Background: an optimization exercise with open tools, aiming at small area, a short achievable clock period and few clock cycles per item. Do not read the settings as production practice.
Where RTL was checked, it was by simulation tests only, not by an equivalence proof against the original.
Power is estimated from default activity; no workload was simulated.

Setup of cedar:
==> flow/design.v (excerpt) <==
module pkt_lkp_top
(
    input  logic      clk,
    input  logic      rst_i,
    input  logic      b2c_pkt_vld_i,
    input  logic      b2c_pkt_lkp_en_i,
    input  pkt_lkp_pkg::lkp_info_t b2c_pkt_lkp_info_i,
    input  pkt_lkp_pkg::odr_id_t   b2c_pkt_odr_id_i,
    input  logic      b2c_pkt_so_i,
    input  pkt_lkp_pkg::payload_t  b2c_pkt_payload_i,
    output logic      c2b_pkt_rdy_o,
    output logic      c2a_lkp_vld_o,
    output pkt_lkp_pkg::lkp_info_t c2a_lkp_info_o,
    output pkt_lkp_pkg::req_id_t   c2a_lkp_req_id_o,
    input  logic      a2c_lkp_rdy_i,
    input  logic      a2c_lkp_rsp_vld_i,
    input  pkt_lkp_pkg::req_id_t   a2c_lkp_rsp_id_i,
    input  pkt_lkp_pkg::lkp_info_t a2c_lkp_rslt_i,
    output logic      c2d_pkt_vld_o,
    output pkt_lkp_pkg::lkp_info_t c2d_pkt_lkp_rslt_o,
    output pkt_lkp_pkg::odr_id_t   c2d_pkt_odr_id_o,
    output logic      c2d_pkt_so_o,
    output pkt_lkp_pkg::payload_t  c2d_pkt_payload_o,
    input  logic      d2c_pkt_rdy_i
);
Size: ~860 cells after synthesis, roughly 510 flip-flops, roughly 250 I/O pins, about 19000 µm² of cells after synthesis.
export LEC_CHECK = 0
export CAP_MARGIN = 20
export CORE_MARGIN = 2
export CORE_UTILIZATION = 40
export SETUP_SLACK_MARGIN = 2.0
export SLEW_MARGIN = 20
export TNS_END_PERCENT = 100
create_clock -name core_clock -period 4.0 [get_ports {clk}]
standard.sh (not shown) runs the stock make flow with config.mk's settings and CLKGATE_MAP_FILE= SYNTH_SCRIPT=/design/flow/synth_recipe.tcl, a recipe that flattens the netlist after the stock synthesis.
==> flow/flow/run.sh <==
#!/bin/bash
# Standard layout, with plain buffers on the ports and footprint-free resizing.
set -euo pipefail
bash standard.sh MATCH_CELL_FOOTPRINT=0 "BUFFER_PORTS_ARGS=-buffer_cell sky130_fd_sc_hd__buf_1" finish > make_finish.log 2>&1
Input changes introduced in quartz (baseline for comparison: cedar):
--- a/flow/design.v
+++ b/flow/design.v
@@ -56,38 +56,42 @@
     output pkt_lkp_pkg::odr_id_t   c2d_pkt_odr_id_o,
     output logic      c2d_pkt_so_o,
     output pkt_lkp_pkg::payload_t  c2d_pkt_payload_o,
     input  logic      d2c_pkt_rdy_i
 );
     localparam int N      = 4;
     localparam int IW     = 2;
     localparam int TW     = IW + 1;
     localparam int RW     = pkt_lkp_pkg::LKP_INFO_W;
     localparam int DW     = pkt_lkp_pkg::ODR_ID_W + 1 + pkt_lkp_pkg::PAYLOAD_W;
     logic [IW-1:0] head_q, tail_q, head_inc, tail_inc;
     logic          head_w_q, tail_w_q;
+    logic [N-1:0]  tail_oh_q;
     logic [TW-1:0] head_tag, tail_tag;
     logic          full_q, full_d;
     logic          rdy_q;
+    logic          rdy;
+    logic          pred_q;
     logic          accept, load;
     logic          slots_busy;
     assign head_inc = (head_q == IW'(N-1)) ? '0 : head_q + 1'b1;
     assign tail_inc = (tail_q == IW'(N-1)) ? '0 : tail_q + 1'b1;
     assign head_tag = {head_w_q, head_q};
     assign tail_tag = {tail_w_q, tail_q};
     assign slots_busy = full_q || (head_q != tail_q);
     logic          req_push;
     logic          req_block_d;
-    assign c2b_pkt_rdy_o = rdy_q;
-    assign accept        = b2c_pkt_vld_i && rdy_q;
+    assign rdy           = rdy_q || (pred_q && d2c_pkt_rdy_i);
+    assign c2b_pkt_rdy_o = rdy;
+    assign accept        = b2c_pkt_vld_i && rdy;
     assign req_push      = accept && b2c_pkt_lkp_en_i;
     logic          m_vld_q, s_vld_q, m_vld_d, s_vld_d;
     logic [RW-1:0] m_info_q, s_info_q;
     logic [TW-1:0] m_tag_q, s_tag_q;
     logic          req_pop;
     assign c2a_lkp_vld_o    = m_vld_q;
     assign c2a_lkp_info_o   = m_info_q;
     assign c2a_lkp_req_id_o = pkt_lkp_pkg::REQ_ID_W'(m_tag_q);
     assign req_pop          = m_vld_q && a2c_lkp_rdy_i;
     always_comb
     begin
         m_vld_d = m_vld_q;
@@ -149,69 +153,76 @@
     logic          out_free;
     logic          vld_d;
     assign rsp_idx   = a2c_lkp_rsp_id_i[IW-1:0];
     assign head_done = done_q[head_q];
     assign head_rsp  = a2c_lkp_rsp_vld_i && (a2c_lkp_rsp_id_i[TW-1:0] == head_tag);
     assign out_rsp   = a2c_lkp_rsp_vld_i && out_full_q && !out_done_q &&
                        (a2c_lkp_rsp_id_i[TW-1:0] == out_tag_q);
     assign slot_rsp  = a2c_lkp_rsp_vld_i && !out_rsp;
     assign out_free  = !out_full_q || (c2d_pkt_vld_o && d2c_pkt_rdy_i);
     assign load      = out_free && slots_busy;
     always_ff @(posedge clk)
     begin
-        if (accept)
-        begin
-            data_q[tail_q] <= {b2c_pkt_odr_id_i, b2c_pkt_so_i, b2c_pkt_payload_i};
-            lkp_q[tail_q]  <= b2c_pkt_lkp_en_i;
+        for (int i = 0; i < N; i++)
+        begin
+            if (accept && tail_oh_q[i])
+            begin
+                data_q[i] <= {b2c_pkt_odr_id_i, b2c_pkt_so_i, b2c_pkt_payload_i};
+                lkp_q[i]  <= b2c_pkt_lkp_en_i;
+            end
         end
         if (slot_rsp)
             rslt_q[rsp_idx] <= a2c_lkp_rslt_i;
     end
     always_comb
     begin
         full_d = full_q;
         if (accept && !load)
             full_d = (tail_inc == head_q);
         else if (load && !accept)
             full_d = 1'b0;
     end
     always_ff @(posedge clk)
     begin
         if (rst_i)
         begin
             head_q   <= '0;
             tail_q   <= '0;
+            tail_oh_q <= N'(1);
             head_w_q <= 1'b0;
             tail_w_q <= 1'b0;
             full_q   <= 1'b0;
             rdy_q    <= 1'b0;
+            pred_q   <= 1'b0;
             done_q   <= '0;
         end
         else
         begin
             full_q <= full_d;
             rdy_q  <= !full_d && !req_block_d;
+            pred_q <= full_d && vld_d && !req_block_d;
             if (slot_rsp)
                 done_q[rsp_idx] <= 1'b1;
             if (load)
             begin
                 done_q[head_q] <= 1'b0;
                 head_q         <= head_inc;
                 if (head_q == IW'(N-1))
                     head_w_q <= !head_w_q;
             end
             if (accept)
             begin
                 done_q[tail_q] <= !b2c_pkt_lkp_en_i;
                 tail_q         <= tail_inc;
+                tail_oh_q      <= {tail_oh_q[N-2:0], tail_oh_q[N-1]};
                 if (tail_q == IW'(N-1))
                     tail_w_q <= !tail_w_q;
             end
         end
     end
     logic [RW-1:0] out_rslt;
     assign out_rslt = (load && head_done) ? (rslt_q[head_q] & {RW{lkp_q[head_q]}}) : a2c_lkp_rslt_i;
     always_comb
     begin
         out_full_d = out_full_q;
         out_done_d = out_done_q;
         if (load)
[summary]
- Number of distinct standard cells referenced by the synthesized netlist (quartz vs. cedar) increases by more than 10%
- quartz vs. cedar: detailed route wirelength on metal3 now sits higher; power share of the clock group fell 0.7 points; total via count in the routed design climbed 14%; post-route worst setup slack lost 0.053 ns.
- Looking only at synthesized cell count, and setting everything else aside, the higher value of quartz and cedar goes to quartz.
- quartz vs cedar, combinational cell fraction of total power went up by 2.3 points.
- Re total wire length after detailed routing: quartz and cedar aren't equal, and the higher value belongs to quartz.
Function was not checked in any run of this note: the RTL went through the layout flow alone.

---

pkt_lkp_top, a different RTL version from the one above (not shown whole).
Size: roughly 390 cells after synthesis, ~210 flip-flops, roughly 250 I/O pins, roughly 7300 um2 of cells after synthesis.
Settings: LEC_CHECK=0, CAP_MARGIN=20, CORE_MARGIN=2, CORE_UTILIZATION=40, CTS_CLUSTER_DIAMETER=100, CTS_CLUSTER_SIZE=30, SETUP_SLACK_MARGIN=2.0, SLEW_MARGIN=20, TNS_END_PERCENT=100; clock period 4.0 ns.
Scripts as last shown in full above: flow/flow/run.sh
Change:
--- a/flow/design.v
+++ b/flow/design.v
@@ -67,24 +67,25 @@
     logic          head_w_q, tail_w_q;
     logic [N-1:0]  tail_oh_q;
     logic [N-1:0]  head_oh_q;
     logic [TW-1:0] head_tag, tail_tag;
     logic          full_q, full_d;
     logic          rdy_q;
     logic          rdy;
+    logic          pred_q;
     logic          accept, load;
     logic          slots_busy;
     assign head_inc = (head_q == IW'(N-1)) ? '0 : head_q + 1'b1;
     assign tail_inc = (tail_q == IW'(N-1)) ? '0 : tail_q + 1'b1;
     assign head_tag = {head_w_q, head_q};
     assign tail_tag = {tail_w_q, tail_q};
     assign slots_busy = full_q || (head_q != tail_q);
     logic          req_push;
     logic          req_block_d;
-    assign rdy           = rdy_q;
+    assign rdy           = rdy_q || (pred_q && d2c_pkt_rdy_i);
     assign c2b_pkt_rdy_o = rdy;
     assign accept        = b2c_pkt_vld_i && rdy;
     assign req_push      = accept && b2c_pkt_lkp_en_i;
     logic          req_vld_q, req_vld_d;
     logic          req_idle_q;
     logic [RW-1:0] req_info_q;
     logic [TW-1:0] req_tag_q;
@@ -195,20 +196,22 @@
             head_oh_q <= N'(1);
             tail_q   <= '0;
             tail_oh_q <= N'(1);
             head_w_q <= 1'b0;
             tail_w_q <= 1'b0;
             full_q   <= 1'b0;
             rdy_q    <= 1'b1;
+            pred_q   <= 1'b0;
             done_q   <= '0;
         end
         else
         begin
             full_q <= full_d;
             rdy_q  <= !full_d && !req_block_d;
+            pred_q <= full_d && vld_d && !req_block_d;
             done_q <= done_q | slot_wr;
             if (load)
             begin
                 done_q[head_q] <= 1'b0;
                 head_q         <= head_inc;
                 head_oh_q      <= head_oh_q;
                 if (head_q == IW'(N-1))
Utilization went up by 1.7 points.
Die area fell by 2.2%.
Final cell count went up by 1.3%.
Sequential power hardly moves.
Total power climbs by 1.5%.
No run of this note included a check of the RTL's function; only the layout flow was run.

---

The RTL this note starts from:
==> flow/design.v <==
`timescale 1ns/1ps
package pkt_lkp_pkg;
    localparam int LKP_INFO_W     = 20;
    localparam int ODR_ID_W       = 3;
    localparam int PAYLOAD_W      = 64;
    localparam int REQ_ID_W       = 10;
    localparam int ROB_DEPTH      = 8;
    localparam int ROB_IDX_W      = 3;
    localparam int LKP_FIFO_DEPTH = 4;
    localparam int LKP_FIFO_IDX_W = 2;
    localparam int PKT_META_W     = 1 + LKP_INFO_W + ODR_ID_W + 1;
    localparam int LKP_REQ_W      = LKP_INFO_W + REQ_ID_W;
    typedef logic [LKP_INFO_W-1:0] lkp_info_t;
    typedef logic [ODR_ID_W-1:0]   odr_id_t;
    typedef logic [PAYLOAD_W-1:0]  payload_t;
    typedef logic [REQ_ID_W-1:0]   req_id_t;
    typedef logic [ROB_IDX_W-1:0]  rob_idx_t;
    typedef struct packed {
        logic      lkp_en;
        lkp_info_t lkp_info;
        odr_id_t   odr_id;
        logic      so;
    } pkt_meta_t;
    typedef struct packed {
        lkp_info_t info;
        req_id_t   req_id;
    } lkp_req_t;
    typedef struct packed {
        lkp_info_t rslt;
        odr_id_t   odr_id;
        logic      so;
        payload_t  payload;
    } out_pkt_t;
endpackage
`timescale 1ns/1ps
module pkt_lkp_top
(
    input  logic      clk,
    input  logic      rst_i,
    input  logic      b2c_pkt_vld_i,
    input  logic      b2c_pkt_lkp_en_i,
    input  pkt_lkp_pkg::lkp_info_t b2c_pkt_lkp_info_i,
    input  pkt_lkp_pkg::odr_id_t   b2c_pkt_odr_id_i,
    input  logic      b2c_pkt_so_i,
    input  pkt_lkp_pkg::payload_t  b2c_pkt_payload_i,
    output logic      c2b_pkt_rdy_o,
    output logic      c2a_lkp_vld_o,
    output pkt_lkp_pkg::lkp_info_t c2a_lkp_info_o,
    output pkt_lkp_pkg::req_id_t   c2a_lkp_req_id_o,
    input  logic      a2c_lkp_rdy_i,
    input  logic      a2c_lkp_rsp_vld_i,
    input  pkt_lkp_pkg::req_id_t   a2c_lkp_rsp_id_i,
    input  pkt_lkp_pkg::lkp_info_t a2c_lkp_rslt_i,
    output logic      c2d_pkt_vld_o,
    output pkt_lkp_pkg::lkp_info_t c2d_pkt_lkp_rslt_o,
    output pkt_lkp_pkg::odr_id_t   c2d_pkt_odr_id_o,
    output logic      c2d_pkt_so_o,
    output pkt_lkp_pkg::payload_t  c2d_pkt_payload_o,
    input  logic      d2c_pkt_rdy_i
);
    localparam int RW = pkt_lkp_pkg::LKP_INFO_W;
    logic full_q, done_q, full_d, done_d;
    logic empty_q;
    logic req_q, req_d;
    logic idle_q;
    logic leave;
    logic accept;
    assign leave         = c2d_pkt_vld_o && d2c_pkt_rdy_i;
    assign c2b_pkt_rdy_o = empty_q || leave;
    assign accept        = b2c_pkt_vld_i && c2b_pkt_rdy_o;
    assign c2a_lkp_vld_o    = req_q ||
                              (b2c_pkt_vld_i && b2c_pkt_lkp_en_i && empty_q) ||
                              (b2c_pkt_vld_i && b2c_pkt_lkp_en_i && c2d_pkt_vld_o && d2c_pkt_rdy_i);
    assign c2a_lkp_info_o   = (c2d_pkt_lkp_rslt_o & {RW{req_q}}) | (b2c_pkt_lkp_info_i & {RW{idle_q}});
    assign c2a_lkp_req_id_o = '0;
    always_comb
    begin
        req_d = req_q;
        if (accept && b2c_pkt_lkp_en_i)
            req_d = !a2c_lkp_rdy_i;
        else if (a2c_lkp_rdy_i)
            req_d = 1'b0;
    end
    always_comb
    begin
        full_d = full_q;
        done_d = done_q;
        if (accept)
        begin
            full_d = 1'b1;
            done_d = !b2c_pkt_lkp_en_i;
        end
        else
        begin
            if (leave)
                full_d = 1'b0;
            if (a2c_lkp_rsp_vld_i)
                done_d = 1'b1;
        end
    end
    always_ff @(posedge clk)
    begin
        if (rst_i)
        begin
            full_q        <= 1'b0;
            empty_q       <= 1'b1;
            done_q        <= 1'b0;
            c2d_pkt_vld_o <= 1'b0;
            req_q         <= 1'b0;
            idle_q        <= 1'b1;
        end
        else
        begin
            full_q        <= full_d;
            empty_q       <= !full_d;
            done_q        <= done_d;
            c2d_pkt_vld_o <= full_d && done_d;
            req_q         <= req_d;
            idle_q        <= !req_d;
        end
    end
    always_ff @(posedge clk)
    begin
        if (accept)
        begin
            {c2d_pkt_odr_id_o, c2d_pkt_so_o, c2d_pkt_payload_o} <=
                {b2c_pkt_odr_id_i, b2c_pkt_so_i, b2c_pkt_payload_i};
            c2d_pkt_lkp_rslt_o <= b2c_pkt_lkp_info_i & {RW{b2c_pkt_lkp_en_i}};
        end
        else if (a2c_lkp_rsp_vld_i)
            c2d_pkt_lkp_rslt_o <= a2c_lkp_rslt_i;
    end
endmodule
clock: 4.0 ns
lec_check: 0
cap_margin: 20
core_margin: 2
core_utilization: 40
cts_cluster_diameter: 100
cts_cluster_size: 30
setup_slack_margin: 1.8
slew_margin: 20
tns_end_percent: 100
Scripts as last shown in full above: flow/flow/run.sh
Edit:
--- a/flow/design.v
+++ b/flow/design.v
@@ -61,24 +61,21 @@
     localparam int RW = pkt_lkp_pkg::LKP_INFO_W;
     logic full_q, done_q, full_d, done_d;
     logic empty_q;
     logic req_q, req_d;
-    logic idle_q;
     logic leave;
     logic accept;
     assign leave         = c2d_pkt_vld_o && d2c_pkt_rdy_i;
     assign c2b_pkt_rdy_o = empty_q || leave;
     assign accept        = b2c_pkt_vld_i && c2b_pkt_rdy_o;
-    assign c2a_lkp_vld_o    = req_q ||
-                              (b2c_pkt_vld_i && b2c_pkt_lkp_en_i && empty_q) ||
-                              (b2c_pkt_vld_i && b2c_pkt_lkp_en_i && c2d_pkt_vld_o && d2c_pkt_rdy_i);
-    assign c2a_lkp_info_o   = (c2d_pkt_lkp_rslt_o & {RW{req_q}}) | (b2c_pkt_lkp_info_i & {RW{idle_q}});
+    assign c2a_lkp_vld_o    = req_q;
+    assign c2a_lkp_info_o   = c2d_pkt_lkp_rslt_o;
     assign c2a_lkp_req_id_o = '0;
     always_comb
     begin
         req_d = req_q;
         if (accept && b2c_pkt_lkp_en_i)
-            req_d = !a2c_lkp_rdy_i;
+            req_d = 1'b1;
         else if (a2c_lkp_rdy_i)
             req_d = 1'b0;
     end
     always_comb
@@ -106,18 +103,16 @@
             empty_q       <= 1'b1;
             done_q        <= 1'b0;
             c2d_pkt_vld_o <= 1'b0;
             req_q         <= 1'b0;
-            idle_q        <= 1'b1;
         end
         else
         begin
             full_q        <= full_d;
             empty_q       <= !full_d;
             done_q        <= done_d;
             c2d_pkt_vld_o <= full_d && done_d;
             req_q         <= req_d;
-            idle_q        <= !req_d;
         end
     end
     always_ff @(posedge clk)
     begin
The changed run completed without violations.
Sequential share of layout area rose by 3.6 points.
Critical path depth fell by 3.
Synthesized cell count fell by 3.8%.
Die area fell by 2.0%.
Final cell count fell by 5.7%.
Testbench counts after the change, summed over its fixed seeds: cycles 25,812, items 3,200.
The RTL of the first run of this note was laid out without a check of its function.

-- re-timing with driven ports --
In the flow no input, the clock included, has a driving cell. The finished layouts below were timed again as built, in two steps. Step 1 sets driving cells, clkbuf_16 on the clock port and buf_2 on the other inputs (assumed; they add their load-dependent delay and slew). Step 2 moves the port delays by t, midway between the first and last clock arrival at a register: inputs arrive t later, outputs are due t later. That takes back most of the time a late clock gives input paths. Three values: ideal ports, drivers, drivers and shift; two values: the first two.
run | t, ns | slack for setup (ns) | worst setup path at the end
cedar | 0.641 | 1.984 / 1.970 / 1.431 | input to register
quartz | 0.643 | 1.931 / 1.893 / 1.432 | input to register
the first run of note 2 | 0.498 | 1.922 / 1.880 / 1.595 | input to register
the second run of note 2 | 0.483 | 1.752 / 1.701 / 1.701 | input to output
the first run of note 3 | 0.369 | 1.738 / 1.705 / 1.598 | input to register
the second run of note 3 | 0.372 | 1.960 / 1.927 / 1.629 | input to register
After both steps every run listed still meets setup and hold. For cedar, which loses most, drivers alone change the setup slack by -0.014 ns; drivers and shift together by -0.553 ns.
